What follows belongs to an exercise in optimizing a design on an open flow for small area; a production flow would make more cautious choices.
Function was checked by simulation only, so behaviour that the tests miss may differ from the original.
Power and IR drop assume default switching activity.

## flow/design.v

```verilog
package range_gen_pkg;
  localparam int W      = 16;         
  localparam int RAD_W  = 2 * W;      
  localparam int REM_W  = W + 1;      
  localparam int TOTAL_LAT = 80;      
endpackage
import range_gen_pkg::*;
module isqrt_seq (
  input  logic          clk,
  input  logic          clr,
  input  logic [1:0]    pair,
  input  logic [W-1:0]  q,
  output logic          bit_o
);
  logic [REM_W-1:0] rem_q;
  logic [REM_W+1:0] rem_sh;
  logic [REM_W+2:0] diff;
  logic [REM_W-1:0] rem_d;
  always_comb begin
    rem_sh = {rem_q, pair};
    diff   = {1'b0, rem_sh} - {2'b00, q, 2'b01};
    bit_o  = ~diff[REM_W+2];
    rem_d  = bit_o ? diff[REM_W-1:0] : rem_sh[REM_W-1:0];
  end
  always_ff @(posedge clk) begin
    rem_q <= clr ? '0 : rem_d;
  end
endmodule
import range_gen_pkg::*;
module range_gen_2d (
  input  logic         clk,
  input  logic         reset,
  input  logic         start,
  input  logic [W-1:0] x_tag,
  input  logic [W-1:0] y_tag,
  input  logic [W-1:0] x0,
  input  logic [W-1:0] x1,
  input  logic [W-1:0] x2,
  input  logic [W-1:0] x3,
  input  logic [W-1:0] y0,
  input  logic [W-1:0] y1,
  input  logic [W-1:0] y2,
  input  logic [W-1:0] y3,
  output logic         busy,
  output logic         done,
  output logic [W-1:0] r0,
  output logic [W-1:0] r1,
  output logic [W-1:0] r2,
  output logic [W-1:0] r3,
  output logic [3:0]   ovf
);
  logic       busy_q, done_q;
  logic [6:0] cnt_q;             
  logic [3:0] step;
  logic [2:0] win;
  logic       accept, first, last, fin;
  logic [63:0] xr_q, yr_q;       
  logic [15:0] tx_q, ty_q;       
  logic [32:0] q_q;              
  logic        sx_q, sy_q;       
  logic        cx_q, cy_q;       
  logic        bx_q, by_q;       
  logic [3:0]  ovf_sh;           
  logic [3:0][W-1:0] r_q;
  logic [3:0]  ovf_q;
  assign step   = cnt_q[3:0];
  assign win    = cnt_q[6:4];
  assign accept = start & ~busy_q;
  assign first  = (step == 4'd0);
  assign last   = (step == 4'd15);
  assign fin    = busy_q & (cnt_q == 7'd79);    
  logic [15:0] mask;
  always_comb begin
    for (int k = 0; k < 16; k++) mask[k] = ({28'b0, step} + k) >= 16;
  end
  function automatic logic maj(input logic a, input logic b, input logic c);
    maj = (a & b) | (a & c) | (b & c);
  endfunction
  logic bx, by, cx, cy, dxb, dyb, bx_n, by_n, cx_n, cy_n;
  assign bx   = first ? 1'b0 : bx_q;
  assign by   = first ? 1'b0 : by_q;
  assign cx   = first ? 1'b0 : cx_q;
  assign cy   = first ? 1'b0 : cy_q;
  assign dxb  = tx_q[0] ^ xr_q[0] ^ bx;
  assign dyb  = ty_q[0] ^ yr_q[0] ^ by;
  assign bx_n = maj(~(tx_q[0] ^ sx_q), xr_q[0] ^ sx_q, bx);
  assign by_n = maj(~(ty_q[0] ^ sy_q), yr_q[0] ^ sy_q, by);
  assign cx_n = maj(~tx_q[0], xr_q[16], cx);
  assign cy_n = maj(~ty_q[0], yr_q[16], cy);
  logic sx0, sy0, dxb0, dyb0;
  assign sx0  = x_tag < x0;
  assign sy0  = y_tag < y0;
  assign dxb0 = x_tag[0] ^ x0[0];
  assign dyb0 = y_tag[0] ^ y0[0];
  logic [15:0] px, py;
  logic [32:0] ax, ay, qs, sum;
  assign px  = xr_q[63:48] & mask;
  assign py  = yr_q[63:48] & mask;
  assign ax  = dxb ? ({17'b0, px, 15'b0} + 33'h040000000) : 33'b0;
  assign ay  = dyb ? ({17'b0, py, 15'b0} + 33'h040000000) : 33'b0;
  assign qs  = {2'b00, q_q[32:2]};
  assign sum = qs + ax + ay;
  logic [32:0] q_d;
  always_comb begin
    if (last) begin
      q_d[32] = 1'b0;
      for (int p = 0; p < 16; p++) q_d[2*p +: 2] = sum[30 - 2*p +: 2];
    end else begin
      q_d = sum;
    end
    if (accept) q_d = {1'b0, dxb0 & dyb0, dxb0 ^ dyb0, 30'b0};
  end
  logic [15:0] qroot;
  logic        rbit, rb;
  always_comb begin
    for (int m = 0; m < 16; m++) qroot[m] = xr_q[47 - m] & mask[15 - m];
  end
  isqrt_seq u_isqrt (
    .clk   (clk),
    .clr   (last),
    .pair  (q_q[1:0]),
    .q     (qroot),
    .bit_o (rbit)
  );
  assign rb = rbit | ovf_sh[0];
  logic [63:0] xr_n, yr_n;
  always_comb begin
    xr_n     = {dxb, xr_q[63:1]};
    if (win == 3'd4) xr_n[63] = xr_q[0];
    if (win != 3'd0) xr_n[47] = rb;
    yr_n     = {dyb, yr_q[63:1]};
  end
  always_ff @(posedge clk) begin
    if (accept) begin
      xr_q <= {dxb0, x3, x2, x1, x0[15:1]};
      yr_q <= {dyb0, y3, y2, y1, y0[15:1]};
      tx_q <= {x_tag[0], x_tag[15:1]};
      ty_q <= {y_tag[0], y_tag[15:1]};
      sx_q <= sx0;
      sy_q <= sy0;
      bx_q <= ~(x_tag[0] ^ sx0) & (x0[0] ^ sx0);
      by_q <= ~(y_tag[0] ^ sy0) & (y0[0] ^ sy0);
      cx_q <= ~x_tag[0] & x1[0];
      cy_q <= ~y_tag[0] & y1[0];
    end else begin
      xr_q <= xr_n;
      yr_q <= yr_n;
      tx_q <= {tx_q[0], tx_q[15:1]};
      ty_q <= {ty_q[0], ty_q[15:1]};
      bx_q <= bx_n;
      by_q <= by_n;
      cx_q <= cx_n;
      cy_q <= cy_n;
      if (last) begin
        sx_q <= cx_n;
        sy_q <= cy_n;
      end
    end
    q_q  <= q_d;
    if (last) ovf_sh <= {ovf_sh[2:0], sum[32]};
  end
  always_ff @(posedge clk or negedge reset) begin
    if (!reset) begin
      busy_q <= 1'b0;
      done_q <= 1'b0;
      cnt_q  <= '0;
      r_q    <= '0;
      ovf_q  <= '0;
    end else begin
      done_q <= fin;
      if (accept) begin
        busy_q <= 1'b1;
        cnt_q  <= 7'd1;
      end else if (busy_q) begin
        cnt_q  <= cnt_q + 7'd1;
        if (fin) busy_q <= 1'b0;
      end
      if (fin) begin
        for (int m = 0; m < 16; m++) begin
          r_q[0][m] <= xr_n[63 - m];
          r_q[1][m] <= xr_n[15 - m];
          r_q[2][m] <= xr_n[31 - m];
          r_q[3][m] <= xr_n[47 - m];
        end
        ovf_q <= {ovf_sh[0], ovf_sh[1], ovf_sh[2], ovf_sh[3]};
      end
    end
  end
  assign busy = busy_q;
  assign done = done_q;
  assign r0   = r_q[0];
  assign r1   = r_q[1];
  assign r2   = r_q[2];
  assign r3   = r_q[3];
  assign ovf  = ovf_q;
endmodule
```

## flow/run.sh

```bash
#!/bin/bash
# synth_recipe.tcl (not shown) runs the flow's synth.tcl, then flattens the netlist and writes it again
# the make line also repeats each setting of config.mk as NAME=value (left out here)
make -C /OpenROAD-flow-scripts/flow DESIGN_CONFIG=/design/flow/config.mk WORK_HOME=/design/flow/orfs CLKGATE_MAP_FILE= SYNTH_SCRIPT=/design/flow/synth_recipe.tcl finish
```

## flow/config.mk

```make
export PLATFORM = sky130hd
export DESIGN_NAME = range_gen_2d
export DESIGN_NICKNAME = range_gen_2d
export VERILOG_FILES = /design/flow/design.v
export SDC_FILE = /design/flow/constraint.sdc
export NUM_CORES = 4
export LEC_CHECK = 0
export CAP_MARGIN = 20
export CORE_MARGIN = 2
export CORE_UTILIZATION = 40
export SLEW_MARGIN = 20
```

## flow/constraint.sdc

```tcl
create_clock -name core_clock -period 13.0 [get_ports {clk}]
set_input_delay 2.6000 -clock core_clock [delete_from_list [all_inputs] [get_ports {clk}]]
set_output_delay 2.6000 -clock core_clock [all_outputs]
set_load 0.01 [all_outputs]
```

==> impl_results.md, run 1 <==
* DRC violation count after routing at 0
* Antenna violations before repair at 5
* Vias in the first global route at 10495
* Post-synthesis instance total at 1461
* Status: no timing/DRC/antenna violations
* Wire length per cell after detailed routing at 16.2 microns
* DR vias/cell at 4.89
* Final-layout setup total negative slack at 0 ns
* Achievable Freq at 0.192 GHz
* Avg Synthesized Cell Area at 8.97 sq um
* Synthesized area at 13100 sq um
* Area added between synthesis and finish at 30.3%
* Number of warnings issued by yosys at 2
* Number of buffers created by CTS at 35
* Wire length of the first global-routing pass at 55.6 mm
* Setup clock skew after layout at 0.0120 ns
* Dpl ws at 7.18 ns
* Antenna violation net count after detailed routing at 0
* Internal cell power at 3070 uW
* Cell-by-cell trace of the critical path: or2_2 > or2_2 > nand2_1 > xnor2_1 > and3_1 > fa_1 > ha_1 > fa_1 > a211oi_1 > o21bai_1 > a21oi_1 > o2bb2ai_1 > o21ai_0 > and3_1 > nor3_1
* Core Rows at 66
* Slew HR at 38.4%
* Type of the setup path with the least slack: flip-flop to flip-flop
* CP max stage delay at 0.78 ns
* Capturing element type of the critical path: flip-flop
* Count of maximum capacitance violations at 0
* Synthesis-stage register bit count at 297
* Source of the worst hold timing path: ty_q[8]
* Share of layout cells above drive strength 1 at 9.26%
* Post-CTS Setup Bufs at 0
* Main area contributors after synthesis: sky130_fd_sc_hd__dfxtp_1 (33%), sky130_fd_sc_hd__dfrtp_1 (15%), sky130_fd_sc_hd__nand2_1 (14%)
* Num Clock Sinks at 297
* Worst Tran Pin Value at 0.924 ns
* Maximum vdd ir drop at 127 uV
* GRT Resource Usage Total at 20.6%
* Kind of cell adding the most delay to the critical path: simple AND/OR/NAND/NOR gates
* Total net switching power at 1810 uW
* DPL Wire Length at 24.4 mm
* Detailed Routing Iterations Pass 1 at 5
* Pin count of the biggest net entering global routing at 102
* Static power due to leakage at 0.00810 uW
* Total count of hold-check failures in the final report at 0
* Sequential area share after synthesis at 48.8%
* Worst path slowest cell: sky130_fd_sc_hd__dfrtp_1
* CTS HTree Levels at 2
* Iteration-0 DRC Markers at 548
* Clock share of power at 21.7%
* Net Sw Frac at 37.1%
* Worst endpoint required time at 13.42 ns
* Register share of total power at 33.3%
* Quantity of hold-fixing buffers added after cts at 0
* Fraction of registers with async set/reset at 25.9%
* Filler cell count at 3010
* Proportion of power drawn by combinational gates at 45.0%
* Worst EP arrival at 5.62 ns
* Placer's final routability congestion estimate at 0.847
* Most frequently used flop master after synthesis: sky130_fd_sc_hd__dfxtp_1
* Netlist cell types at 61
* Height of the chip at 185 microns
* Buffer depth of the longest clock path at 3
* Resized cells post-CTS at 0
* Post-synth net total at 1707
* Area share of the largest cell type after synthesis at 32.7%
* CTS tree: built
* Final max-slew violation count at 0
* Largest area contributor in the synthesized netlist: sky130_fd_sc_hd__dfxtp_1
* CP Launch Type: flip-flop
* Clock transition time at the flip-flop clock pins of the worst setup and hold paths at 0.06 ns
* Floorplan Core Area at 32400 sq um
* Min Clock Period, post-route at 5.20 ns
* Insertion delay to the later sink of the worst-skew pair at 0.52 ns
* Effective utilization at floorplan at 40.5%
* Cell with the most instances after synthesis: sky130_fd_sc_hd__nand2_1
* Endpoints failing setup at 0
* Count of input and output buffers at 232
* Area of the die at 34200 sq um
* GRT Residual Overflow at 0
* Reg2reg setup slack at 7.80 ns
* Die span in x at 185 microns
* Post-synth EDFFs at 6
* CP startpoint: cnt_q[3]
* Final-stage net count at 1915
* Power per cell area at 286 nW/um^2
* Min-delay worst type: flip-flop to flip-flop
* CP Buf/Inv Count at 0
* I/O pin cnt at 233
* Wire length after detailed routing at 34.7 mm
* Setup repair after global routing missed its margin: no
* Total number of vias at 10472
* FF-to-FF Start: cnt_q[3]
* Setup slack after layout at 7.80 ns
* Most used standard cells in the synthesized netlist: sky130_fd_sc_hd__nand2_1 (498), sky130_fd_sc_hd__dfxtp_1 (214), sky130_fd_sc_hd__dfrtp_1 (77)
* Crit-path max FO at 21
* Final period utilization at 40.0%
* Buffer cell driving the clock tree root: sky130_fd_sc_hd__clkbuf_16
[flip-flops by register name, indices dropped and copies added (netlist names), 4 cells and up, named ones only]
signal         flops
tx_q              16
ovf_sh             4
u_isqrt.rem_q     17
q_q               31
cnt_q              7
ovf_q              4
ty_q              16
r_q               64
yr_q              64
xr_q              64
[per-stage QoR]
| step | power (uW) | cell area, sq um | hold slack (ns) | util, % | std cells |
|---|---|---|---|---|---|
| after floorplan | 3180 | 13100 | 0.399 | - | 1461 |
| after global placement | 3790 | 15800 | 0.401 | 48.7 | 2073 |
| after detailed placement | 3830 | 15800 | 0.405 | 48.7 | 2073 |
| after CTS | 4920 | 17000 | 0.417 | 52.6 | 2137 |
| after global routing | 5310 | 17100 | 0.428 | 52.7 | 2138 |
| final | 4880 | 17100 | 0.419 | 52.7 | 2140 |
[cells by family (layout without fill, tap and decap cells)]
group           Yosys count  count (layout)  synth area share [%]
xor+xnor                 25              25                  1.67
compound gates          218             218                  10.4
fa+ha+maj                83              83                  8.84
flops                   297             297                  48.8
buf+inv                 119             354                  3.58
simple gates            645             645                  20.4
mux                      74              74                  6.30
other cells               0               2                     0
[per-layer routing]
layer  wire length [microns]  vias to the layer above  GRT usage [%]  part of all wire (%)
met4                     650                        6           5.11                   1.9
met3                    2480                       58           6.06                   7.2
met1                   15600                     4880           26.8                    45
met5                      41                        -              0                  0.12
met2                   15900                      249           33.5                    46
li1                        -                     5279              -                     -
[cell usage in the layout (no fill, tap or decap), types with 6 or more instances in the layout]
cell and count:
sky130_fd_sc_hd__a211oi_1 14, sky130_fd_sc_hd__a21boi_0 6, sky130_fd_sc_hd__a21o_1 21, sky130_fd_sc_hd__a21oi_1 59, sky130_fd_sc_hd__and3_1 28, sky130_fd_sc_hd__buf_4 10
sky130_fd_sc_hd__bufinv_16 6, sky130_fd_sc_hd__clkbuf_16 36, sky130_fd_sc_hd__clkbuf_8 6, sky130_fd_sc_hd__clkdlybuf4s50_1 231, sky130_fd_sc_hd__clkinv_2 8, sky130_fd_sc_hd__dfrtp_1 77
sky130_fd_sc_hd__dfxtp_1 214, sky130_fd_sc_hd__edfxtp_1 6, sky130_fd_sc_hd__fa_1 16, sky130_fd_sc_hd__ha_1 67, sky130_fd_sc_hd__inv_1 47, sky130_fd_sc_hd__mux2_2 68
sky130_fd_sc_hd__mux2i_1 6, sky130_fd_sc_hd__nand2_1 498, sky130_fd_sc_hd__nand3_1 20, sky130_fd_sc_hd__nand4_1 7, sky130_fd_sc_hd__nor2_1 41, sky130_fd_sc_hd__nor3_1 15
sky130_fd_sc_hd__o21a_1 9, sky130_fd_sc_hd__o21ai_0 69, sky130_fd_sc_hd__o22ai_1 7, sky130_fd_sc_hd__or2_2 6, sky130_fd_sc_hd__or3_1 6, sky130_fd_sc_hd__xnor2_1 18
sky130_fd_sc_hd__xor2_1 7
[worst reg2reg max path: stages, from the launching register on]
cell and delay [ns]:
sky130_fd_sc_hd__dfrtp_1 0.78, sky130_fd_sc_hd__or2_2 0.29, sky130_fd_sc_hd__or2_2 0.33, sky130_fd_sc_hd__nand2_1 0.14
sky130_fd_sc_hd__xnor2_1 0.57, sky130_fd_sc_hd__and3_1 0.29, sky130_fd_sc_hd__fa_1 0.43, sky130_fd_sc_hd__ha_1 0.24
sky130_fd_sc_hd__fa_1 0.44, sky130_fd_sc_hd__a211oi_1 0.36, sky130_fd_sc_hd__o21bai_1 0.17, sky130_fd_sc_hd__a21oi_1 0.24
sky130_fd_sc_hd__o2bb2ai_1 0.19, sky130_fd_sc_hd__o21ai_0 0.20, sky130_fd_sc_hd__and3_1 0.23, sky130_fd_sc_hd__nor3_1 0.21
[power groups by stage]
stage / clock [uW] / sequential [uW] / combinational [uW]
final: 1060 / 1630 / 2200
after global routing: 1120 / 1680 / 2510
after floorplan: 0 / 1560 / 1620
after detailed placement: 0 / 1640 / 2190
after global placement: 0 / 1640 / 2150
after CTS: 1080 / 1630 / 2210
[layout make-up]
class	count	area, sq um	area share, %
inverter	48	180	1.06
clock inverter	19	267	1.56
antenna	2	5.00	0.0293
clock buffer	45	995	5.83
tap	442	553	3.24
sequential	297	6390	37.4
multi-input combinational	1045	6260	36.7
timing repair buffer	242	2410	14.1
[path summary, 6_finish.rpt]
check                          end  cells past startpoint
setup / recovery            q_q[1]                     15
hold / removal             ty_q[7]                      2
setup reg to reg            q_q[1]                     15
hold reg to reg            ty_q[7]                      2
max in group asynchronous   r_q[8]                      2
min in group asynchronous  r_q[59]                      1
==> run 2, diff against run 1 <==
--- a/flow/design.v
+++ b/flow/design.v
@@ -16,10 +16,18 @@
   logic [REM_W+1:0] rem_sh;
   logic [REM_W+2:0] diff;
   logic [REM_W-1:0] rem_d;
+  logic [REM_W+1:0] sub;
+  logic [REM_W+2:0] bw;
   always_comb begin
     rem_sh = {rem_q, pair};
-    diff   = {1'b0, rem_sh} - {2'b00, q, 2'b01};
-    bit_o  = ~diff[REM_W+2];
+    sub    = {1'b0, q, 2'b01};
+    bw[0]  = 1'b0;
+    for (int k = 0; k < REM_W + 2; k++) begin
+      diff[k]  = rem_sh[k] ^ sub[k] ^ bw[k];
+      bw[k+1]  = (~rem_sh[k] & sub[k]) | (~rem_sh[k] & bw[k]) | (sub[k] & bw[k]);
+    end
+    diff[REM_W+2] = bw[REM_W+2];
+    bit_o  = ~bw[REM_W+2];
     rem_d  = bit_o ? diff[REM_W-1:0] : rem_sh[REM_W-1:0];
   end
   always_ff @(posedge clk) begin
@@ -88,18 +96,45 @@
   assign cx_n = maj(~tx_q[0], xr_q[16], cx);
   assign cy_n = maj(~ty_q[0], yr_q[16], cy);
   logic sx0, sy0, dxb0, dyb0;
-  assign sx0  = x_tag < x0;
-  assign sy0  = y_tag < y0;
+  logic [16:0] ltx, lty;           
+  always_comb begin
+    ltx[0] = 1'b0;
+    lty[0] = 1'b0;
+    for (int k = 0; k < 16; k++) begin
+      ltx[k+1] = maj(~x_tag[k], x0[k], ltx[k]);
+      lty[k+1] = maj(~y_tag[k], y0[k], lty[k]);
+    end
+  end
+  assign sx0  = ltx[16];
+  assign sy0  = lty[16];
   assign dxb0 = x_tag[0] ^ x0[0];
   assign dyb0 = y_tag[0] ^ y0[0];
   logic [15:0] px, py;
-  logic [32:0] ax, ay, qs, sum;
-  assign px  = xr_q[63:48] & mask;
-  assign py  = yr_q[63:48] & mask;
-  assign ax  = dxb ? ({17'b0, px, 15'b0} + 33'h040000000) : 33'b0;
-  assign ay  = dyb ? ({17'b0, py, 15'b0} + 33'h040000000) : 33'b0;
-  assign qs  = {2'b00, q_q[32:2]};
-  assign sum = qs + ax + ay;
+  logic [31:16] ax, ay, cs_s, cs_c;
+  logic [32:0] sum;
+  assign px = xr_q[63:48] & mask;
+  assign py = yr_q[63:48] & mask;
+  assign ax = {px[15], ~px[15], px[14:1]} & {16{dxb}};
+  assign ay = {py[15], ~py[15], py[14:1]} & {16{dyb}};
+  logic [31:16] qa;
+  assign qa = {1'b0, q_q[32:18]};
+  always_comb begin
+    for (int k = 16; k < 32; k++) begin
+      cs_s[k] = qa[k] ^ ax[k] ^ ay[k];
+      cs_c[k] = maj(qa[k], ax[k], ay[k]);
+    end
+  end
+  logic [32:17] ca;
+  always_comb begin
+    sum[15:0] = q_q[17:2];
+    sum[16]   = cs_s[16];
+    ca[17]    = 1'b0;
+    for (int k = 17; k < 32; k++) begin
+      sum[k]  = cs_s[k] ^ cs_c[k-1] ^ ca[k];
+      ca[k+1] = maj(cs_s[k], cs_c[k-1], ca[k]);
+    end
+    sum[32] = cs_c[31] ^ ca[32];
+  end
   logic [32:0] q_d;
   always_comb begin
     if (last) begin
@@ -108,7 +143,7 @@
     end else begin
       q_d = sum;
     end
-    if (accept) q_d = {1'b0, dxb0 & dyb0, dxb0 ^ dyb0, 30'b0};
+    if (accept) q_d[32:30] = {1'b0, dxb0 & dyb0, dxb0 ^ dyb0};
   end
   logic [15:0] qroot;
   logic        rbit, rb;
==> flow/flow/run.sh (new file) <==
#!/bin/bash
# Standard layout, with small port buffers and a clock tree of small buffers.
set -euo pipefail
export BUFFER_PORTS_ARGS="-buffer_cell sky130_fd_sc_hd__buf_1"
export CTS_BUF_LIST="sky130_fd_sc_hd__clkbuf_8"
export CTS_CLUSTER_SIZE=16
export CTS_CLUSTER_DIAMETER=50
export RECOVER_POWER=100
bash standard.sh > standard.log 2>&1
==> flow/standard.sh (new file) <==
#!/bin/bash
# synth_recipe.tcl (not shown) runs the flow's synth.tcl, then flattens the netlist and writes it again
# the make line also repeats each setting of config.mk as NAME=value (left out here)
make -C /OpenROAD-flow-scripts/flow DESIGN_CONFIG=/design/flow/config.mk WORK_HOME=/design/flow/orfs CLKGATE_MAP_FILE= SYNTH_SCRIPT=/design/flow/synth_recipe.tcl "${@:-finish}"
removed: flow/run.sh
==> run 2 against run 1 <==
Against the previous run: the layout now fails its checks (max-capacitance violations, max-slew violations); via count fell by 11%; routed wire length down 16%; worst setup slack got worse by 3.4 ns; worst hold slack lost 0.0098 ns; clock power down about 30%; utilization shrank 5.8 points; design area is 17% lower; first-iteration DRC count down 12%.
==> impl_results.md, run 2 <==
* Wire length of the first global-routing pass at 46.1 mm
* Endpoints failing setup at 0
* Iteration-0 DRC Markers at 482
* Placer's final routability congestion estimate at 0.828
* Antenna violations before repair at 5
* Worst path slowest cell: sky130_fd_sc_hd__nand2_1
* DR vias/cell at 4.76
* Cell-by-cell trace of the critical path: nor2_1 > nand2_1 > and2_0 > fa_1 > fa_1 > fa_1 > fa_1 > fa_1 > fa_1 > fa_1 > fa_1 > fa_1 > fa_1 > fa_1 > fa_1 > fa_1 > fa_1 > fa_1 > nand2_1 > nor2_1 > a211oi_1
* CP max stage delay at 0.76 ns
* Pin count of the biggest net entering global routing at 104
* Wire length after detailed routing at 29.2 mm
* Worst Tran Pin Value at 4.11 ns
* Share of layout cells above drive strength 1 at 8.87%
* Most frequently used flop master after synthesis: sky130_fd_sc_hd__dfxtp_1
* Fraction of registers with async set/reset at 25.9%
* I/O pin cnt at 233
* Placed cell areas at 13500 sq um
* Top flop regs: r_q (64), xr_q (64), yr_q (64)
* Total count of hold-check failures in the final report at 0
* Insertion delay to the later sink of the worst-skew pair at 0.55 ns
* DRC violation count after routing at 0
* Final-layout setup total negative slack at 0 ns
* Core Rows at 64
* Antenna violation net count after detailed routing at 0
* Post-CTS Setup Bufs at 0
* Maximum vdd ir drop at 99.2 uV
* Area of the die at 32100 sq um
* Crit-path max FO at 33
* Synthesized area at 12300 sq um
* Capturing element type of the critical path: flip-flop
* Post-synth net total at 1547
* GRT Residual Overflow at 0
* Dpl ws at 4.46 ns
* Worst EP arrival at 9.06 ns
* Static power due to leakage at 0.00679 uW
* Buffer depth of the longest clock path at 3
* Status: finished with violations
* GRT Resource Usage Total at 18.2%
* Layout violations: max-capacitance violations, max-slew violations
* Number of warnings issued by yosys at 2
* Slew HR at -174%
* Sequential area share after synthesis at 52.3%
* Most used standard cells in the synthesized netlist: sky130_fd_sc_hd__nand2_1 (520), sky130_fd_sc_hd__dfxtp_1 (212), sky130_fd_sc_hd__dfrtp_1 (77)
* Setup slack after layout at 4.36 ns
* Vias in the first global route at 9113
* CP Launch Type: flip-flop
* Final max-slew violation count at 564
* Die span in x at 179 microns
* Power per cell area at 267 nW/um^2
* Synthesis-stage register bit count at 297
* CTS tree: built
* Main area contributors after synthesis: sky130_fd_sc_hd__dfxtp_1 (35%), sky130_fd_sc_hd__nand2_1 (16%), sky130_fd_sc_hd__dfrtp_1 (16%)
* Largest area contributor in the synthesized netlist: sky130_fd_sc_hd__dfxtp_1
* Post-synth EDFFs at 8
* Fraction of the core area covered by cells at the end of the flow at 46.9%
* Area added between synthesis and finish at 16.1%
* Min Clock Period, post-route at 8.64 ns
* Count of input and output buffers at 232
* Reg2reg path depth at 21
* Area share of the largest cell type after synthesis at 34.6%
* Setup repair after global routing missed its margin: no
* Min-delay worst type: flip-flop to flip-flop
* Final period utilization at 66.5%
* Floorplan Core Area at 30300 sq um
* Type of the setup path with the least slack: flip-flop to flip-flop
* Final-stage net count at 1758
* DPL Wire Length at 20.6 mm
* Detailed Routing Iterations Pass 1 at 6
* Fin Hold WS at 0.409 ns
* CTS HTree Levels at 2
* Avg Synthesized Cell Area at 9.21 sq um
* Setup clock skew after layout at 0.0274 ns
* Count of maximum capacitance violations at 9
* Commonest cells after routing, fill and taps aside: sky130_fd_sc_hd__nand2_1 (520), sky130_fd_sc_hd__buf_1 (230), sky130_fd_sc_hd__dfxtp_1 (212)
* Clock transition time at the flip-flop clock pins of the worst setup and hold paths at 0.09 ns
* Achievable Freq at 0.116 GHz
* Cell mode on critical path: sky130_fd_sc_hd__fa_1
* Netlist cell types at 57
* Count of cells along the worst hold path at 2
* Filler cell count at 3005
* Logic depth of the worst setup path including buffers at 21
* Buffer cell driving the clock tree root: sky130_fd_sc_hd__clkbuf_8
* Total number of vias at 9361
* Height of the chip at 179 microns
* Resized cells post-CTS at 0
* Final instance area at 14200 sq um
* Post-synthesis instance total at 1331
* Effective utilization at floorplan at 40.4%
* Wire length per cell after detailed routing at 14.9 microns
* CP Buf/Inv Count at 0
* Most frequent standard cell in the layout excluding fill and tap cells: sky130_fd_sc_hd__nand2_1
* Worst endpoint required time at 13.42 ns
* Quantity of hold-fixing buffers added after cts at 0
* Num Clock Sinks at 297
* Cell with the most instances after synthesis: sky130_fd_sc_hd__nand2_1
* Number of buffers created by CTS at 35
* Kind of cell adding the most delay to the critical path: adder cells
run 2: changes by cell type in the layout (fill, tap and decap cells not counted), moves of 30 or more:
cell	before	now
sky130_fd_sc_hd__o21ai_0	69	39
sky130_fd_sc_hd__clkbuf_16	36	0
sky130_fd_sc_hd__clkbuf_8	6	38
sky130_fd_sc_hd__clkdlybuf4s50_1	231	0
sky130_fd_sc_hd__buf_1	0	230
sky130_fd_sc_hd__inv_1	47	81
sky130_fd_sc_hd__a21oi_1	59	16
sky130_fd_sc_hd__ha_1	67	9
run 2: final timing paths:
kind,from,slack [ns],to
setup reg to reg,cnt_q[3],4.36,u_isqrt.rem_q[15]
max in group asynchronous,reset,6.54,r_q[22]
hold / removal,yr_q[36],0.41,yr_q[35]
hold reg to reg,yr_q[36],0.41,yr_q[35]
setup / recovery,cnt_q[3],4.36,u_isqrt.rem_q[15]
min in group asynchronous,reset,2.06,r_q[11]
run 2: layer usage:
metal	global-route usage (%)	part of all wire, %
met3	5.00	7.4
met2	29.3	46
met5	0	0.048
met4	5.93	2.4
met1	23.6	44
run 2: area by class of cell:
class                           count  area, sq um  area share [%]
Antenna cell                        3         7.51          0.0528
Clock buffer                       38          523            3.68
Clock inverter                     24          285            2.00
Inverter                           77          289            2.03
Multi-Input combinational cell    891         5310            37.3
Sequential cell                   297         6410            45.1
Tap cell                          396          495            3.48
Timing Repair Buffer              240          908            6.38
run 2: worst reg2reg max path, cell delays in order, from the launching register on:
cell	delay, ns
sky130_fd_sc_hd__dfrtp_1	0.63
sky130_fd_sc_hd__nor2_1	0.42
sky130_fd_sc_hd__nand2_1	0.18
sky130_fd_sc_hd__and2_0	0.21
sky130_fd_sc_hd__fa_1	0.41
sky130_fd_sc_hd__fa_1	0.41
sky130_fd_sc_hd__fa_1	0.40
sky130_fd_sc_hd__fa_1	0.40
sky130_fd_sc_hd__fa_1	0.40
sky130_fd_sc_hd__fa_1	0.40
sky130_fd_sc_hd__fa_1	0.40
sky130_fd_sc_hd__fa_1	0.39
sky130_fd_sc_hd__fa_1	0.41
sky130_fd_sc_hd__fa_1	0.40
sky130_fd_sc_hd__fa_1	0.40
sky130_fd_sc_hd__fa_1	0.39
sky130_fd_sc_hd__fa_1	0.39
sky130_fd_sc_hd__fa_1	0.38
sky130_fd_sc_hd__fa_1	0.39
sky130_fd_sc_hd__nand2_1	0.76
sky130_fd_sc_hd__nor2_1	0.09
sky130_fd_sc_hd__a211oi_1	0.25
run 2: logic make-up (layout without fill, tap and decap cells):
group | after synthesis | after routing | share of synthesized area (%)
AND/OR/NAND/NOR | 643 | 643 | 21.5
other | 0 | 3 | 0
multiplexers | 71 | 71 | 6.49
adder cells (fa/ha/maj) | 62 | 62 | 8.87
flip-flops | 297 | 297 | 52.3
AO/OA/AOI/OAI | 109 | 109 | 6.00
buffers and inverters | 143 | 379 | 4.39
XOR/XNOR | 6 | 6 | 0.429
run 2: power breakdown:
part | switching (uW) | internal, uW
clock | 373 | 368
combinational | 780 | 660
sequential | 250 | 1370
run 2: per-stage QoR:
step	instances	total power, uW
after global placement	1900	3050
after global routing	1964	4170
after detailed placement	1901	3100
after CTS	1963	3860
after floorplan	1331	2660
final	1966	3800
==> run 3, diff against run 2 <==
==> flow/flow/run.sh (replaced) <==
#!/bin/bash
# Standard layout, with small port buffers and a clock tree of small buffers.
set -euo pipefail
export BUFFER_PORTS_ARGS="-buffer_cell sky130_fd_sc_hd__buf_1"
export CTS_BUF_LIST="sky130_fd_sc_hd__clkbuf_4"
export CTS_CLUSTER_SIZE=10
export CTS_CLUSTER_DIAMETER=40
export RECOVER_POWER=100
bash standard.sh > standard.log 2>&1
==> run 3 against run 2 <==
Against the previous run: the layout still fails its checks (max-capacitance violations, max-slew violations); highest routed layer unchanged; non-clock buffer count did not move; worst hold slack worse by 0.0015 ns; synthesized cell count unchanged.
==> impl_results.md, run 3 <==
* Total count of hold-check failures in the final report at 0
* Core Rows at 64
* Largest area contributor in the synthesized netlist: sky130_fd_sc_hd__dfxtp_1
* Reg2reg path depth at 21
* Area added between synthesis and finish at 15.4%
* Layout violations: max-capacitance violations, max-slew violations
* Synthesized-area fraction occupied by xor and xnor cells at 0.429%
* Maximum vdd ir drop at 133 uV
* Synthesis-stage register bit count at 297
* CTS tree: built
* End point of the worst hold path: ty_q[1]
* Status: finished with violations
* Worst endpoint required time at 13.56 ns
* Antenna violation net count after detailed routing at 0
* Share of the synthesized area in compound gates (AO/OA/AOI/OAI) at 6.00%
* Die span in x at 179 microns
* Flip-flop and latch area at 6410 sq um
* Endpoints failing setup at 0
* DP Cell Count at 1901
* Floorplan Core Area at 30300 sq um
* Wire length of the first global-routing pass at 46.5 mm
* Fraction of synthesized area in multiplexers at 6.49%
* Buffer depth of the longest clock path at 3
* Multi-input gate area in the final layout at 5310 sq um
* Setup repair after global routing missed its margin: no
* Number of warnings issued by yosys at 2
* Wire length after detailed routing at 29.4 mm
* Dpl ws at 4.46 ns
* Share of layout cells above drive strength 1 at 9.95%
* Clock transition time at the flip-flop clock pins of the worst setup and hold paths at 0.11 ns
* Detailed Routing Iterations Pass 1 at 4
* Filler cell count at 3028
* Type of the setup path with the least slack: flip-flop to flip-flop
* Effective utilization at floorplan at 40.4%
* Cell mode on critical path: sky130_fd_sc_hd__fa_1
* Min Clock Period, post-route at 8.61 ns
* Min-delay worst type: flip-flop to flip-flop
* Cell with the most instances after synthesis: sky130_fd_sc_hd__nand2_1
* Insertion delay to the later sink of the worst-skew pair at 0.69 ns
* Quantity of hold-fixing buffers added after cts at 0
* Source of the worst hold timing path: ty_q[2]
* Main area contributors after synthesis: sky130_fd_sc_hd__dfxtp_1 (35%), sky130_fd_sc_hd__nand2_1 (16%), sky130_fd_sc_hd__dfrtp_1 (16%)
* Final-layout setup total negative slack at 0 ns
* Count of cells along the worst hold path at 2
* Post-synthesis instance total at 1331
* Most used standard cells in the synthesized netlist: sky130_fd_sc_hd__nand2_1 (520), sky130_fd_sc_hd__dfxtp_1 (212), sky130_fd_sc_hd__dfrtp_1 (77)
* Post-synth EDFFs at 8
* Fraction of registers with async set/reset at 25.9%
* CP Launch Type: flip-flop
* Cell-by-cell trace of the critical path: nor2_1 > nand2_1 > and2_0 > fa_1 > fa_1 > fa_1 > fa_1 > fa_1 > fa_1 > fa_1 > fa_1 > fa_1 > fa_1 > fa_1 > fa_1 > fa_1 > fa_1 > fa_1 > nand2_1 > nor2_1 > a211oi_1
* CP startpoint: cnt_q[3]
* Static power due to leakage at 0.00678 uW
* Number of buffers created by CTS at 45
* Setup clock skew after layout at 0.0502 ns
* Final period utilization at 66.2%
* Vias in the first global route at 9148
* Synthesized area at 12300 sq um
* I/O pin cnt at 233
* DRC violation count after routing at 0
* Avg Synthesized Cell Area at 9.21 sq um
* CP max stage delay at 0.75 ns
* Buffer cell driving the clock tree root: sky130_fd_sc_hd__clkbuf_4
* Netlist cell types at 57
* Final-stage net count at 1768
* Proportion of power drawn by combinational gates at 38.4%
* GRT Resource Usage Total at 18.3%
* DPL Wire Length at 20.6 mm
* Most frequently used flop master after synthesis: sky130_fd_sc_hd__dfxtp_1
* Post-synth net total at 1547
* Net Sw Frac at 37.0%
* Total number of vias at 9461
* Arithmetic-cell share of the synthesized area counting full adders, half adders and majority gates at 8.87%
* Iteration-0 DRC Markers at 438
* Final non-filler cell total at 1989
* Internal cell power at 2370 uW
* Antenna violations before repair at 6
* Num Clock Sinks at 297
* GRT Residual Overflow at 0
* Count of maximum capacitance violations at 9
* FF-to-FF Start: cnt_q[3]
* Commonest cells after routing, fill and taps aside: sky130_fd_sc_hd__nand2_1 (520), sky130_fd_sc_hd__buf_1 (230), sky130_fd_sc_hd__dfxtp_1 (212)
* Resized cells post-CTS at 0
* Top flop regs: r_q (64), xr_q (64), yr_q (64)
* Sequential area share after synthesis at 52.3%
* Pin count of the biggest net entering global routing at 104
* Total net switching power at 1390 uW
* Clock share of power at 18.5%
* Placer's final routability congestion estimate at 0.828
* Achievable Freq at 0.116 GHz
* Reg2reg setup slack at 4.39 ns
* Most frequent standard cell in the layout excluding fill and tap cells: sky130_fd_sc_hd__nand2_1
* Worst Tran Pin Value at 4.07 ns
* Final max-slew violation count at 564
* DR vias/cell at 4.76
* Power per cell area at 265 nW/um^2
* Dominant combinational cell family by area after synthesis: simple AND/OR/NAND/NOR gates
* CTS HTree Levels at 2
* Area share of the largest cell type after synthesis at 34.6%
* Wire length per cell after detailed routing at 14.8 microns
* Worst EP arrival at 9.17 ns
* Capturing element type of the critical path: flip-flop
* Setup slack after layout at 4.39 ns
* Crit-path max FO at 33
* Worst path slowest cell: sky130_fd_sc_hd__nand2_1
* Count of input and output buffers at 232
* Post-CTS Setup Bufs at 0
* Worst flop-to-flop path endpoint: u_isqrt.rem_q[15]
* Fraction of the mapped netlist area in simple logic gates at 21.5%
* Slew HR at -171%
* Area of the die at 32100 sq um
* Height of the chip at 179 microns
* Register share of total power at 43.2%
[run 3: layout make-up]
class / instances / share of cell area [%]
repair buffers: 240 / 6.42
well taps: 396 / 3.50
multi-input cells: 891 / 37.5
clock buffers: 57 / 3.02
inverters: 77 / 2.04
flip-flops and latches: 297 / 45.3
diodes: 5 / 0.0884
clock inverters: 26 / 2.08
[run 3: worst max-delay path by stage]
stage	endpoint	slack (ns)	depth (start not counted)
after global routing	u_isqrt.rem_q[13]	3.86	21
after global placement	u_isqrt.rem_q[0]	4.70	21
after floorplan	q_q[32]	5.12	30
final	u_isqrt.rem_q[15]	4.39	21
after detailed placement	u_isqrt.rem_q[15]	4.46	21
after CTS	u_isqrt.rem_q[15]	4.44	21
[run 3: power by group through the flow]
stage / Combinational, uW / Sequential [uW] / Clock, uW
floorplan: 1090 / 1570 / 0
global placement: 1420 / 1630 / 0
detailed placement: 1460 / 1640 / 0
CTS: 1470 / 1620 / 720
global route: 1690 / 1670 / 760
finish: 1440 / 1620 / 693
[run 3: routing by layer]
layer	GRT usage (%)	share of wire (%)	vias to the layer above
met2	29.3	45	235
met3	5.45	7.9	60
li1	-	-	4726
met4	5.93	2.6	2
met1	23.6	44	4438
met5	0	0.044	-
[run 3: worst max-delay path: cells and delay by family, from the launching register on]
| family | cells | cell delay, ns |
|---|---|---|
| adders and majority gates | 15 | 5.97 |
| DFF | 1 | 0.64 |
| AOI/OAI and AO/OA | 1 | 0.25 |
| and+or+nand+nor | 5 | 1.65 |
[run 3: kinds of logic (layout without fill, tap and decap cells)]
group           after synthesis  after routing
simple gates                643            643
flops                       297            297
buf+inv                     143            400
compound gates              109            109
mux                          71             71
fa+ha+maj                    62             62
xor+xnor                      6              6
other cells                   0              5
[run 3: per-stage QoR]
step	power, uW	hold WS (ns)	cell area [sq um]	util [%]
global route	4130	0.435	14100	46.6
floorplan	2660	0.399	12300	-
finish	3750	0.407	14100	46.6
detailed placement	3100	0.406	13500	44.4
CTS	3810	0.424	14200	46.8
global placement	3050	0.402	13500	44.3
==> run 4, diff against run 3 <==
==> flow/run.sh (new file) <==
#!/bin/bash
# synth_recipe.tcl (not shown) runs the flow's synth.tcl, then flattens the netlist and writes it again
# the make line also repeats each setting of config.mk as NAME=value (left out here)
make -C /OpenROAD-flow-scripts/flow DESIGN_CONFIG=/design/flow/config.mk WORK_HOME=/design/flow/orfs CLKGATE_MAP_FILE= SYNTH_SCRIPT=/design/flow/synth_recipe.tcl finish
removed: flow/flow/run.sh
removed: flow/standard.sh
==> run 4 against run 3 <==
Against the previous run: now clean on timing, DRC and antenna; area after synthesis stayed put; synthesized cell count is the same; global-route usage up 0.57 points; non-clock buffer count is the same; flip-flop and latch count unchanged; sequential power is essentially flat; clock skew shrank 0.039 ns; power rose by 11%; clock power is 39% higher; clock-buffer cell count fell by 17; routed wire length increased by 1.4%; die area is the same; critical path type unchanged; critical endpoint is now u_isqrt.rem_q[11]; largest cell class unchanged; largest power group unchanged.
==> impl_results.md, run 4 <==
* Status: no timing/DRC/antenna violations
* Number of diodes at 0
* Quantity of hold-fixing buffers added after cts at 0
* Core Rows at 64
* Top flop regs: r_q (64), xr_q (64), yr_q (64)
* Wire length per cell after detailed routing at 15.2 microns
* Power per cell area at 259 nW/um^2
* Type of the setup path with the least slack: flip-flop to flip-flop
* Resized cells post-CTS at 0
* CP Buf/Inv Count at 0
* Flip-flop and latch area at 6410 sq um
* Global Route met3 Usage at 4.35%
* Final period utilization at 66.5%
* Reg2reg path depth at 21
* GRT Resource Usage Total at 18.8%
* DRC violation count after routing at 0
* CP max stage delay at 0.76 ns
* Filler cell count at 2812
* Buffer depth of the longest clock path at 3
* CTS HTree Levels at 1
* Wire length of the first global-routing pass at 48.2 mm
* DR vias/cell at 4.77
* Effective utilization at floorplan at 40.4%
* Commonest cells after routing, fill and taps aside: sky130_fd_sc_hd__nand2_1 (520), sky130_fd_sc_hd__clkdlybuf4s50_1 (231), sky130_fd_sc_hd__dfxtp_1 (212)
* Min Clock Period, post-route at 8.64 ns
* Buffer cell driving the clock tree root: sky130_fd_sc_hd__clkbuf_16
* CP Launch Type: flip-flop
* Achievable Freq at 0.116 GHz
* Most frequent standard cell in the layout excluding fill and tap cells: sky130_fd_sc_hd__nand2_1
* Post-CTS Setup Bufs at 0
* GRT Residual Overflow at 0
* FF-to-FF Start: cnt_q[3]
* Area added between synthesis and finish at 30.7%
* Met1 layer usage reported by global route at 24.9%
* Post-synthesis instance total at 1331
* Die span in x at 179 microns
* Maximum vdd ir drop at 154 uV
* Largest area contributor in the synthesized netlist: sky130_fd_sc_hd__dfxtp_1
* Detailed Routing Iterations Pass 1 at 5
* Pin count of the biggest net entering global routing at 104
* DP Cell Count at 1901
* Antenna violation net count after detailed routing at 0
* I/O pin cnt at 233
* DPL Wire Length at 21.0 mm
* Kind of cell adding the most delay to the critical path: adder cells
* Met2 Track Usage GR at 31.5%
* Total count of hold-check failures in the final report at 0
* Synthesis-stage register bit count at 297
* Post-synth net total at 1547
* CTS tree: built
* Static power due to leakage at 0.00757 uW
* Setup clock skew after layout at 0.0107 ns
* Final-stage net count at 1754
* Final-layout setup total negative slack at 0 ns
* Count of cells along the worst hold path at 2
* Multi-input gate area in the final layout at 5330 sq um
* Count of input and output buffers at 232
* End point of the worst hold path: tx_q[2]
* Fraction of registers with async set/reset at 25.9%
* Number of warnings issued by yosys at 2
* Source of the worst hold timing path: tx_q[3]
* Netlist cell types at 57
* Total number of vias at 9340
* Most frequently used flop master after synthesis: sky130_fd_sc_hd__dfxtp_1
* Worst flop-to-flop path endpoint: u_isqrt.rem_q[11]
* Worst Tran Pin Value at 1.08 ns
* Most used standard cells in the synthesized netlist: sky130_fd_sc_hd__nand2_1 (520), sky130_fd_sc_hd__dfxtp_1 (212), sky130_fd_sc_hd__dfrtp_1 (77)
* Number of buffers created by CTS at 31
* Wire length after detailed routing at 29.8 mm
* Worst EP arrival at 9.10 ns
* Crit-path max FO at 33
* Setup repair after global routing missed its margin: no
* Reg2reg setup slack at 4.36 ns
* Share of layout cells above drive strength 1 at 9.35%
* Final max-slew violation count at 0
* Iteration-0 DRC Markers at 474
* Endpoints failing setup at 0
* Antenna violations before repair at 3
* Floorplan Core Area at 30300 sq um
* Worst path slowest cell: sky130_fd_sc_hd__nand2_1
* Avg Synthesized Cell Area at 9.21 sq um
* Worst endpoint required time at 13.46 ns
* Insertion delay to the later sink of the worst-skew pair at 0.56 ns
* Count of maximum capacitance violations at 0
* Num Clock Sinks at 297
* Slew HR at 27.7%
* Vias in the first global route at 9343
* Main area contributors after synthesis: sky130_fd_sc_hd__dfxtp_1 (35%), sky130_fd_sc_hd__nand2_1 (16%), sky130_fd_sc_hd__dfrtp_1 (16%)
* Cell-by-cell trace of the critical path: nor2_1 > nand2_1 > and2_1 > fa_1 > fa_1 > fa_1 > fa_1 > fa_1 > fa_1 > fa_1 > fa_1 > fa_1 > fa_1 > fa_1 > fa_1 > fa_1 > fa_1 > fa_1 > nand2_1 > nor2_1 > a211oi_1
* Height of the chip at 179 microns
* Capturing element type of the critical path: flip-flop
* Highest-utilization routing layer at the global route stage: met2
* Final non-filler cell total at 1958
* Clock transition time at the flip-flop clock pins of the worst setup and hold paths at 0.07 ns
* Min-delay worst type: flip-flop to flip-flop
* Area share of the largest cell type after synthesis at 34.6%
* Post-synth EDFFs at 8
* Sequential area share after synthesis at 52.3%
* Area of the die at 32100 sq um
* Cell mode on critical path: sky130_fd_sc_hd__fa_1
* Placer's final routability congestion estimate at 0.841
* Synthesized area at 12300 sq um
* Cell with the most instances after synthesis: sky130_fd_sc_hd__nand2_1
run 4: cell counts after synthesis:
Identical to the previous run, type by type.
run 4: cell families after synthesis:
kind of cell	count (synthesis)	share of synthesized area, %
compound gates	109	6.00
fa+ha+maj	62	8.87
xor+xnor	6	0.429
flops	297	52.3
buf+inv	143	4.39
simple gates	643	21.5
mux	71	6.49
run 4: layout make-up:
cell class	count	share of cell area, %
repair buffers	240	14.8
clock buffers	40	5.43
well taps	396	3.09
inverters	77	1.80
flip-flops and latches	297	40.0
multi-input cells	891	33.3
clock inverters	17	1.58
run 4: worst max-delay path by stage:
stage / start / endpoint / slack, ns / depth (start not counted)
after global placement: cnt_q[3] / u_isqrt.rem_q[0] / 4.71 / 21
after detailed placement: cnt_q[3] / u_isqrt.rem_q[11] / 4.44 / 21
final: cnt_q[3] / u_isqrt.rem_q[11] / 4.36 / 21
after global routing: cnt_q[3] / u_isqrt.rem_q[11] / 3.92 / 21
after CTS: cnt_q[3] / u_isqrt.rem_q[11] / 4.39 / 21
after floorplan: cnt_q[1] / q_q[32] / 5.12 / 30
run 4: power by group:
| group | internal (uW) | leakage [uW] | total [uW] | switching (uW) |
|---|---|---|---|---|
| clock network | 591 | 0.000554 | 963 | 373 |
| registers | 1370 | 0.00288 | 1630 | 253 |
| logic | 777 | 0.00413 | 1570 | 790 |
| total | 2740 | 0.00757 | 4160 | 1420 |
run 4: routing by layer:
layer  vias to the layer above  share of wire, %  wire, microns
met5                         -             0.091             27
met4                         4               1.7            499
met3                        45               6.6           1960
met2                       216                47          13900
met1                      4397                45          13400
li1                       4678                 -              -
run 4: stage by stage:
step	power, uW	setup slack, ns	cell area [sq um]	hold WS (ns)	util (%)
after CTS	4210	4.39	16000	0.422	52.8
after detailed placement	3220	4.44	14900	0.408	49.1
after global routing	4530	3.92	16000	0.430	52.8
after global placement	3170	4.71	14900	0.402	49.1
after floorplan	2660	5.12	12300	0.399	-
final	4160	4.36	16000	0.419	52.8
run 4: worst register-to-register path, stage by stage, from the launching register on:
cell	delay (ns)
sky130_fd_sc_hd__dfrtp_1	0.62
sky130_fd_sc_hd__nor2_1	0.41
sky130_fd_sc_hd__nand2_1	0.19
sky130_fd_sc_hd__and2_1	0.21
sky130_fd_sc_hd__fa_1	0.41
sky130_fd_sc_hd__fa_1	0.42
sky130_fd_sc_hd__fa_1	0.39
sky130_fd_sc_hd__fa_1	0.40
sky130_fd_sc_hd__fa_1	0.41
sky130_fd_sc_hd__fa_1	0.40
sky130_fd_sc_hd__fa_1	0.40
sky130_fd_sc_hd__fa_1	0.42
sky130_fd_sc_hd__fa_1	0.41
sky130_fd_sc_hd__fa_1	0.41
sky130_fd_sc_hd__fa_1	0.39
sky130_fd_sc_hd__fa_1	0.39
sky130_fd_sc_hd__fa_1	0.39
sky130_fd_sc_hd__fa_1	0.38
sky130_fd_sc_hd__fa_1	0.39
sky130_fd_sc_hd__nand2_1	0.76
sky130_fd_sc_hd__nor2_1	0.10
sky130_fd_sc_hd__a211oi_1	0.25
==> run 5, diff against run 4 <==
--- a/flow/design.v
+++ b/flow/design.v
@@ -61,7 +61,7 @@
   logic [6:0] cnt_q;             
   logic [3:0] step;
   logic [2:0] win;
-  logic       accept, first, last, fin;
+  logic       accept, idle, first, last, fin;
   logic [63:0] xr_q, yr_q;       
   logic [15:0] tx_q, ty_q;       
   logic [32:0] q_q;              
@@ -74,6 +74,7 @@
   assign step   = cnt_q[3:0];
   assign win    = cnt_q[6:4];
   assign accept = start & ~busy_q;
+  assign idle   = ~busy_q;           
   assign first  = (step == 4'd0);
   assign last   = (step == 4'd15);
   assign fin    = busy_q & (cnt_q == 7'd79);    
@@ -143,7 +144,7 @@
     end else begin
       q_d = sum;
     end
-    if (accept) q_d[32:30] = {1'b0, dxb0 & dyb0, dxb0 ^ dyb0};
+    if (idle) q_d[32:30] = {1'b0, dxb0 & dyb0, dxb0 ^ dyb0};
   end
   logic [15:0] qroot;
   logic        rbit, rb;
@@ -165,8 +166,14 @@
     if (win != 3'd0) xr_n[47] = rb;
     yr_n     = {dyb, yr_q[63:1]};
   end
+  logic [7:0] cinc;
+  always_comb begin
+    cinc[0] = 1'b1;
+    for (int k = 0; k < 7; k++) cinc[k+1] = cinc[k] & cnt_q[k];
+  end
   always_ff @(posedge clk) begin
-    if (accept) begin
+    cnt_q <= idle ? 7'd1 : (cnt_q ^ cinc[6:0]);
+    if (idle) begin
       xr_q <= {dxb0, x3, x2, x1, x0[15:1]};
       yr_q <= {dyb0, y3, y2, y1, y0[15:1]};
       tx_q <= {x_tag[0], x_tag[15:1]};
@@ -198,18 +205,12 @@
     if (!reset) begin
       busy_q <= 1'b0;
       done_q <= 1'b0;
-      cnt_q  <= '0;
       r_q    <= '0;
       ovf_q  <= '0;
     end else begin
       done_q <= fin;
-      if (accept) begin
-        busy_q <= 1'b1;
-        cnt_q  <= 7'd1;
-      end else if (busy_q) begin
-        cnt_q  <= cnt_q + 7'd1;
-        if (fin) busy_q <= 1'b0;
-      end
+      if (accept)   busy_q <= 1'b1;
+      else if (fin) busy_q <= 1'b0;
       if (fin) begin
         for (int m = 0; m < 16; m++) begin
           r_q[0][m] <= xr_n[63 - m];
==> flow/flow/run.sh (new file) <==
#!/bin/bash
# Standard layout, with small port buffers and a clock tree of small
# buffers without dummy loads.
set -euo pipefail
export BUFFER_PORTS_ARGS="-buffer_cell sky130_fd_sc_hd__buf_1"
export CTS_ARGS="-sink_clustering_enable -repair_clock_nets -buf_list sky130_fd_sc_hd__clkbuf_8 -sink_clustering_size 20 -sink_clustering_max_diameter 60 -dont_use_dummy_load"
bash standard.sh > standard.log 2>&1
==> flow/standard.sh (new file) <==
#!/bin/bash
# synth_recipe.tcl (not shown) runs the flow's synth.tcl, then flattens the netlist and writes it again
# the make line also repeats each setting of config.mk as NAME=value (left out here)
make -C /OpenROAD-flow-scripts/flow DESIGN_CONFIG=/design/flow/config.mk WORK_HOME=/design/flow/orfs CLKGATE_MAP_FILE= SYNTH_SCRIPT=/design/flow/synth_recipe.tcl "${@:-finish}"
removed: flow/run.sh
==> run 5 against run 4 <==
Against the previous run: still clean on timing, DRC and antenna; first-iteration DRC count up 5.1%; worst setup slack gained 0.074 ns; utilization is 6.6 points lower; critical path depth unchanged; non-clock buffer count did not move; design area fell by 14%; combinational power increased by 5%; sequential power hardly changed; final cell count is 8.3% lower; routed wire length decreased by 3.1%.
==> impl_results.md, run 5 <==
* Slew HR at 30.5%
* DPL Wire Length at 21.0 mm
* Power per cell area at 273 nW/um^2
* CP Buf/Inv Count at 0
* Filler cell count at 2885
* Maximum vdd ir drop at 122 uV
* FF-to-FF Start: cnt_q[3]
* DP Cell Count at 1770
* Metal-1 WL at 13.6 mm
* Most frequently used flop master after synthesis: sky130_fd_sc_hd__dfxtp_1
* Detailed Routing Iterations Pass 1 at 5
* Placed cell areas at 13400 sq um
* Wire length of the first global-routing pass at 45.2 mm
* Post-CTS Setup Bufs at 0
* GRT Resource Usage Total at 18.0%
* DRC violation count after routing at 0
* Quantity of hold-fixing buffers added after cts at 0
* Effective utilization at floorplan at 40.9%
* Number of buffers created by CTS at 25
* Core Rows at 63
* Wire length per cell after detailed routing at 16.1 microns
* Proportion of power drawn by combinational gates at 43.9%
* CP startpoint: cnt_q[3]
* Cell-by-cell trace of the critical path: nor2_1 > nand2_1 > and2_1 > fa_1 > fa_1 > fa_1 > fa_1 > fa_1 > fa_1 > fa_1 > fa_1 > fa_1 > fa_1 > fa_1 > fa_1 > fa_1 > fa_1 > fa_1 > nand2_1 > nor2_1 > a211oi_1
* I/O pin cnt at 233
* Most used standard cells in the synthesized netlist: sky130_fd_sc_hd__nand2_1 (329), sky130_fd_sc_hd__dfxtp_1 (219), sky130_fd_sc_hd__mux2_2 (128)
* Post-synth net total at 1415
* Antenna violations before repair at 3
* Endpoints failing setup at 0
* Worst endpoint required time at 13.45 ns
* CP max stage delay at 0.75 ns
* Main area contributors after synthesis: sky130_fd_sc_hd__dfxtp_1 (36%), sky130_fd_sc_hd__dfrtp_1 (14%), sky130_fd_sc_hd__mux2_2 (12%)
* Min-delay worst type: flip-flop to flip-flop
* Area of the die at 31900 sq um
* Total net switching power at 1420 uW
* Final period utilization at 65.9%
* Total count of hold-check failures in the final report at 0
* Static power due to leakage at 0.00631 uW
* Netlist cell types at 55
* Vias in the first global route at 8422
* Post-synthesis instance total at 1195
* Clock transition time at the flip-flop clock pins of the worst setup and hold paths at 0.10 ns
* Synthesis-stage register bit count at 297
* Buffer depth of the longest clock path at 3
* CP Launch Type: flip-flop
* Final instance area at 13800 sq um
* Most frequent standard cell in the layout excluding fill and tap cells: sky130_fd_sc_hd__nand2_1
* Detailed route wirelength on metal3 at 2.12 mm
* Synthesized area at 12200 sq um
* Register share of total power at 43.9%
* Commonest cells after routing, fill and taps aside: sky130_fd_sc_hd__nand2_1 (329), sky130_fd_sc_hd__buf_1 (231), sky130_fd_sc_hd__dfxtp_1 (219)
* DR vias/cell at 4.82
* Crit-path max FO at 33
* Floorplan Core Area at 29800 sq um
* Type of the setup path with the least slack: flip-flop to flip-flop
* Worst EP arrival at 9.02 ns
* Cell mode on critical path: sky130_fd_sc_hd__fa_1
* Total number of vias at 8654
* CTS HTree Levels at 1
* Height of the chip at 179 microns
* Buffer cell driving the clock tree root: sky130_fd_sc_hd__clkbuf_8
* Insertion delay to the later sink of the worst-skew pair at 0.57 ns
* Final-layout setup total negative slack at 0 ns
* Setup repair after global routing missed its margin: no
* Top flop regs: r_q (64), xr_q (64), yr_q (64)
* Fraction of registers with async set/reset at 23.6%
* Worst Tran Pin Value at 1.04 ns
* Final-stage net count at 1627
* Highest metal layer with signal wires: met5
* Total met2 wirelength after detailed routing at 12.5 mm
* CTS tree: built
* Count of input and output buffers at 232
* Cell with the most instances after synthesis: sky130_fd_sc_hd__nand2_1
* Die span in x at 179 microns
* Source of the worst hold timing path: q_q[7]
* Final non-filler cell total at 1796
* Capturing element type of the critical path: flip-flop
* Area added between synthesis and finish at 13.0%
* Min Clock Period, post-route at 8.57 ns
* Number of warnings issued by yosys at 2
* Num Clock Sinks at 297
* Multi-input gate area in the final layout at 5270 sq um
* Resized cells post-CTS at 0
* Status: no timing/DRC/antenna violations
* GRT Residual Overflow at 0
* Antenna violation net count after detailed routing at 0
* Setup clock skew after layout at 0.0596 ns
* Sequential area share after synthesis at 52.3%
* Net Sw Frac at 37.9%
* Share of layout cells above drive strength 1 at 12.2%
* Flip-flop and latch area at 6380 sq um
* Clock share of power at 12.1%
* Avg Synthesized Cell Area at 10.2 sq um
* Placer's final routability congestion estimate at 0.841
* Largest area contributor in the synthesized netlist: sky130_fd_sc_hd__dfxtp_1
* Final max-slew violation count at 0
* Achievable Freq at 0.117 GHz
* Kind of cell adding the most delay to the critical path: adder cells
* Wire length after detailed routing at 28.9 mm
* Worst path slowest cell: sky130_fd_sc_hd__nand2_1
* Area share of the largest cell type after synthesis at 36.0%
* Count of maximum capacitance violations at 0
* Post-layout total power at 3760 uW
* Iteration-0 DRC Markers at 498
* Pin count of the biggest net entering global routing at 91
* Internal cell power at 2340 uW
* Post-synth EDFFs at 8
## run 5: worst paths after layout
path | depth (start not counted) | slack [ns] | endpoint
worst max-delay path | 21 | 4.43 | u_isqrt.rem_q[14]
worst max register to register | 21 | 4.43 | u_isqrt.rem_q[14]
worst min register to register | 2 | 0.40 | q_q[5]
min in group asynchronous | 2 | 2.17 | r_q[42]
max in group asynchronous | 2 | 10.28 | busy_q
worst min-delay path | 2 | 0.40 | q_q[5]
## run 5: cell type report
type	instances	share of cell area (%)
sequential	297	46.3
multi-input combinational	752	38.3
timing repair buffer	240	6.82
tap	390	3.54
clock buffer	25	2.50
inverter	91	2.48
antenna	1	0.0182
## run 5: power groups by stage
stage / registers (uW) / clock network (uW) / logic (uW)
after floorplan: 1590 / 0 / 1200
after global placement: 1670 / 0 / 1630
after detailed placement: 1670 / 0 / 1660
after CTS: 1650 / 476 / 1680
after global routing: 1700 / 512 / 1930
final: 1650 / 456 / 1650
## run 5: kinds of logic after synthesis
kind of cell	share of synthesized area, %
simple gates	15.5
flops	52.3
buf+inv	4.50
mux	12.1
compound gates	5.92
fa+ha+maj	9.22
xor+xnor	0.503
## run 5: per-stage QoR
step	hold WS, ns	utilization (%)	setup WS [ns]
4_1_cts	0.401	46.2	4.44
3_5_place_dp	0.401	45.0	4.51
3_3_place_gp	0.397	45.0	4.79
2_1_floorplan	0.383	-	5.14
6_report	0.396	46.2	4.43
5_1_grt	0.417	46.2	3.89
## run 5: per-layer routing
metal / GRT usage, % / vias to the layer above
met4: 4.81 / 4
met3: 4.90 / 43
met5: 0 / -
met2: 27.6 / 231
li1: - / 4289
met1: 25.1 / 4087
## run 5: worst register-to-register path, stage by stage, from the launching register on
cell and delay [ns]:
sky130_fd_sc_hd__dfxtp_1 0.53, sky130_fd_sc_hd__nor2_1 0.42, sky130_fd_sc_hd__nand2_1 0.19, sky130_fd_sc_hd__and2_1 0.21, sky130_fd_sc_hd__fa_1 0.40, sky130_fd_sc_hd__fa_1 0.41, sky130_fd_sc_hd__fa_1 0.41, sky130_fd_sc_hd__fa_1 0.41
sky130_fd_sc_hd__fa_1 0.41, sky130_fd_sc_hd__fa_1 0.39, sky130_fd_sc_hd__fa_1 0.38, sky130_fd_sc_hd__fa_1 0.39, sky130_fd_sc_hd__fa_1 0.40, sky130_fd_sc_hd__fa_1 0.41, sky130_fd_sc_hd__fa_1 0.42, sky130_fd_sc_hd__fa_1 0.41
sky130_fd_sc_hd__fa_1 0.40, sky130_fd_sc_hd__fa_1 0.40, sky130_fd_sc_hd__fa_1 0.39, sky130_fd_sc_hd__nand2_1 0.75, sky130_fd_sc_hd__nor2_1 0.10, sky130_fd_sc_hd__a211oi_1 0.24
==> run 6, diff against run 5 <==
==> flow/flow/run.sh (replaced) <==
#!/bin/bash
# Standard layout, with small port buffers and a clock tree of small
# buffers without dummy loads.
set -euo pipefail
export BUFFER_PORTS_ARGS="-buffer_cell sky130_fd_sc_hd__buf_1"
export CTS_ARGS="-sink_clustering_enable -repair_clock_nets -buf_list sky130_fd_sc_hd__clkbuf_4 -sink_clustering_size 10 -sink_clustering_max_diameter 40 -dont_use_dummy_load"
bash standard.sh > standard.log 2>&1
==> run 6 against run 5 <==
Against the previous run: worst setup slack better by 0.0026 ns; combinational power hardly changed; non-clock buffer count stayed put; clock power hardly changed; utilization hardly changed; final cell count is 1.2% higher.
==> impl_results.md, run 6 <==
* Synthesized-area fraction occupied by xor and xnor cells at 0.503%
* Type of the setup path with the least slack: flip-flop to flip-flop
* CP Launch Type: flip-flop
* Setup clock skew after layout at 0.0954 ns
* CP Buf/Inv Count at 0
* Effective utilization at floorplan at 40.9%
* Slew HR at 30.6%
* Dominant combinational cell family by area after synthesis: simple AND/OR/NAND/NOR gates
* GRT Resource Usage Total at 18.4%
* Count of input and output buffers at 232
* Number of buffers created by CTS at 45
* Fraction of registers with async set/reset at 23.6%
* Dpl ws at 4.51 ns
* Capturing element type of the critical path: flip-flop
* Synthesized area at 12200 sq um
* Cell with the most instances after synthesis: sky130_fd_sc_hd__nand2_1
* Area of the die at 31900 sq um
* Sequential area share after synthesis at 52.3%
* Crit-path max FO at 33
* CP max stage delay at 0.77 ns
* Static power due to leakage at 0.00633 uW
* Pin count of the biggest net entering global routing at 91
* Wire length of the first global-routing pass at 45.8 mm
* Post-synth net total at 1415
* Most frequently used flop master after synthesis: sky130_fd_sc_hd__dfxtp_1
* Number of warnings issued by yosys at 2
* CTS tree: built
* Vias in the first global route at 8633
* Final-stage net count at 1647
* Min-delay worst type: flip-flop to flip-flop
* Antenna violation net count after detailed routing at 0
* Endpoints failing setup at 0
* I/O pin cnt at 233
* Worst Tran Pin Value at 1.04 ns
* Area share of the largest cell type after synthesis at 36.0%
* Core Rows at 63
* DR vias/cell at 4.83
* Detailed Routing Iterations Pass 1 at 4
* Buffer cell driving the clock tree root: sky130_fd_sc_hd__clkbuf_4
* Setup repair after global routing missed its margin: no
* Reg2reg setup slack at 4.44 ns
* Worst endpoint required time at 13.52 ns
* Fraction of synthesized area in multiplexers at 12.1%
* Maximum vdd ir drop at 113 uV
* Placer's final routability congestion estimate at 0.841
* Min Clock Period, post-route at 8.56 ns
* Share of layout cells above drive strength 1 at 13.4%
* Most used standard cells in the synthesized netlist: sky130_fd_sc_hd__nand2_1 (329), sky130_fd_sc_hd__dfxtp_1 (219), sky130_fd_sc_hd__mux2_2 (128)
* Buffer depth of the longest clock path at 3
* Total count of hold-check failures in the final report at 0
* Arithmetic-cell share of the synthesized area counting full adders, half adders and majority gates at 9.22%
* Num Clock Sinks at 297
* Quantity of hold-fixing buffers added after cts at 0
* Post-synthesis instance total at 1195
* Height of the chip at 179 microns
* Cell mode on critical path: sky130_fd_sc_hd__fa_1
* Kind of cell adding the most delay to the critical path: adder cells
* DPL Wire Length at 21.0 mm
* Area added between synthesis and finish at 13.0%
* Setup slack after layout at 4.44 ns
* Largest area contributor in the synthesized netlist: sky130_fd_sc_hd__dfxtp_1
* Post-synth EDFFs at 8
* Top flop regs: r_q (64), xr_q (64), yr_q (64)
* Fraction of the mapped netlist area in simple logic gates at 15.5%
* Share of the synthesized area in compound gates (AO/OA/AOI/OAI) at 5.91%
* Worst path slowest cell: sky130_fd_sc_hd__nand2_1
* Total number of vias at 8772
* Most frequent standard cell in the layout excluding fill and tap cells: sky130_fd_sc_hd__nand2_1
* Final max-slew violation count at 0
* Worst EP arrival at 9.08 ns
* Die span in x at 179 microns
* Status: no timing/DRC/antenna violations
* Main area contributors after synthesis: sky130_fd_sc_hd__dfxtp_1 (36%), sky130_fd_sc_hd__dfrtp_1 (14%), sky130_fd_sc_hd__mux2_2 (12%)
* DRC violation count after routing at 0
* Wire length per cell after detailed routing at 16.0 microns
* Iteration-0 DRC Markers at 463
* Antenna violations before repair at 4
* Wire length after detailed routing at 29.1 mm
* Post-CTS Setup Bufs at 0
* Commonest cells after routing, fill and taps aside: sky130_fd_sc_hd__nand2_1 (329), sky130_fd_sc_hd__buf_1 (231), sky130_fd_sc_hd__dfxtp_1 (219)
* Power per cell area at 273 nW/um^2
* GRT Residual Overflow at 0
* Insertion delay to the later sink of the worst-skew pair at 0.70 ns
* Count of maximum capacitance violations at 0
* Final period utilization at 65.9%
* CTS HTree Levels at 2
* Achievable Freq at 0.117 GHz
* Resized cells post-CTS at 0
* Final-layout setup total negative slack at 0 ns
* Clock transition time at the flip-flop clock pins of the worst setup and hold paths at 0.09 ns
* Floorplan Core Area at 29800 sq um
* Netlist cell types at 55
* Cell-by-cell trace of the critical path: nor2_1 > nand2_1 > and2_1 > fa_1 > fa_1 > fa_1 > fa_1 > fa_1 > fa_1 > fa_1 > fa_1 > fa_1 > fa_1 > fa_1 > fa_1 > fa_1 > fa_1 > fa_1 > nand2_1 > nor2_1 > a211oi_1
* Synthesis-stage register bit count at 297
* Avg Synthesized Cell Area at 10.2 sq um
## run 6: cell counts after synthesis
Identical to the previous run, type by type.
## run 6: cells by family after synthesis
| logic type | after synthesis |
|---|---|
| xor gates and xnor gates | 7 |
| and+or+nand+nor | 446 |
| DFF | 297 |
| buffers and inverters | 146 |
| muxes | 131 |
| AOI/OAI and AO/OA | 103 |
| adders and majority gates | 65 |
## run 6: final timing paths
check / from / cells after the start / to
worst max-delay path: cnt_q[3] / 21 / u_isqrt.rem_q[10]
worst min-delay path: xr_q[29] / 2 / r_q[35]
worst max register to register: cnt_q[3] / 21 / u_isqrt.rem_q[10]
worst min register to register: xr_q[29] / 2 / r_q[35]
max in group asynchronous: reset / 2 / r_q[7]
min in group asynchronous: reset / 2 / r_q[2]
## run 6: where the power goes
part | switching [uW] | leakage [uW] | internal (uW)
logic | 883 | 0.00327 | 771
clock network | 295 | 0.000207 | 158
registers | 257 | 0.00285 | 1390
## run 6: cell type report
class	count	area, sq um
clock buffer	45	338
multi-input combinational	752	5270
fill	2926	16000
timing repair buffer	240	938
inverter	91	342
tap	390	488
sequential	297	6380
antenna	2	5.00
## run 6: stage by stage
| step | util (%) | power (uW) | instance area [sq um] | hold WS, ns | cells |
|---|---|---|---|---|---|
| after floorplan | - | 2800 | 12200 | 0.383 | 1195 |
| after global placement | 45.0 | 3300 | 13400 | 0.397 | 1770 |
| after detailed placement | 45.0 | 3330 | 13400 | 0.401 | 1770 |
| after CTS | 46.2 | 3810 | 13800 | 0.394 | 1815 |
| after global routing | 46.2 | 4140 | 13800 | 0.409 | 1816 |
| final | 46.2 | 3760 | 13800 | 0.388 | 1817 |
## run 6: worst reg2reg max path: cells and delay by family (launching register included)
| kind | cells | cell delay (ns) |
|---|---|---|
| and+or+nand+nor | 5 | 1.70 |
| AOI/OAI and AO/OA | 1 | 0.23 |
| adders and majority gates | 15 | 6.02 |
| DFF | 1 | 0.52 |
## run 6: metal layers
metal | global-route usage (%) | routed length [microns] | vias up
met4 | 6.64 | 946 | 4
met5 | 0 | 29 | -
met1 | 24.9 | 13300 | 4084
li1 | - | - | 4341
met2 | 27.5 | 12400 | 263
met3 | 5.82 | 2400 | 80

Setup slack of run 6, layout unchanged: 4.437 ns with ideal ports, 4.437 ns with driving cells assumed (clock clkbuf_16, inputs buf_2), 4.437 ns with port delays also shifted by the 0.695 ns mid clock arrival.
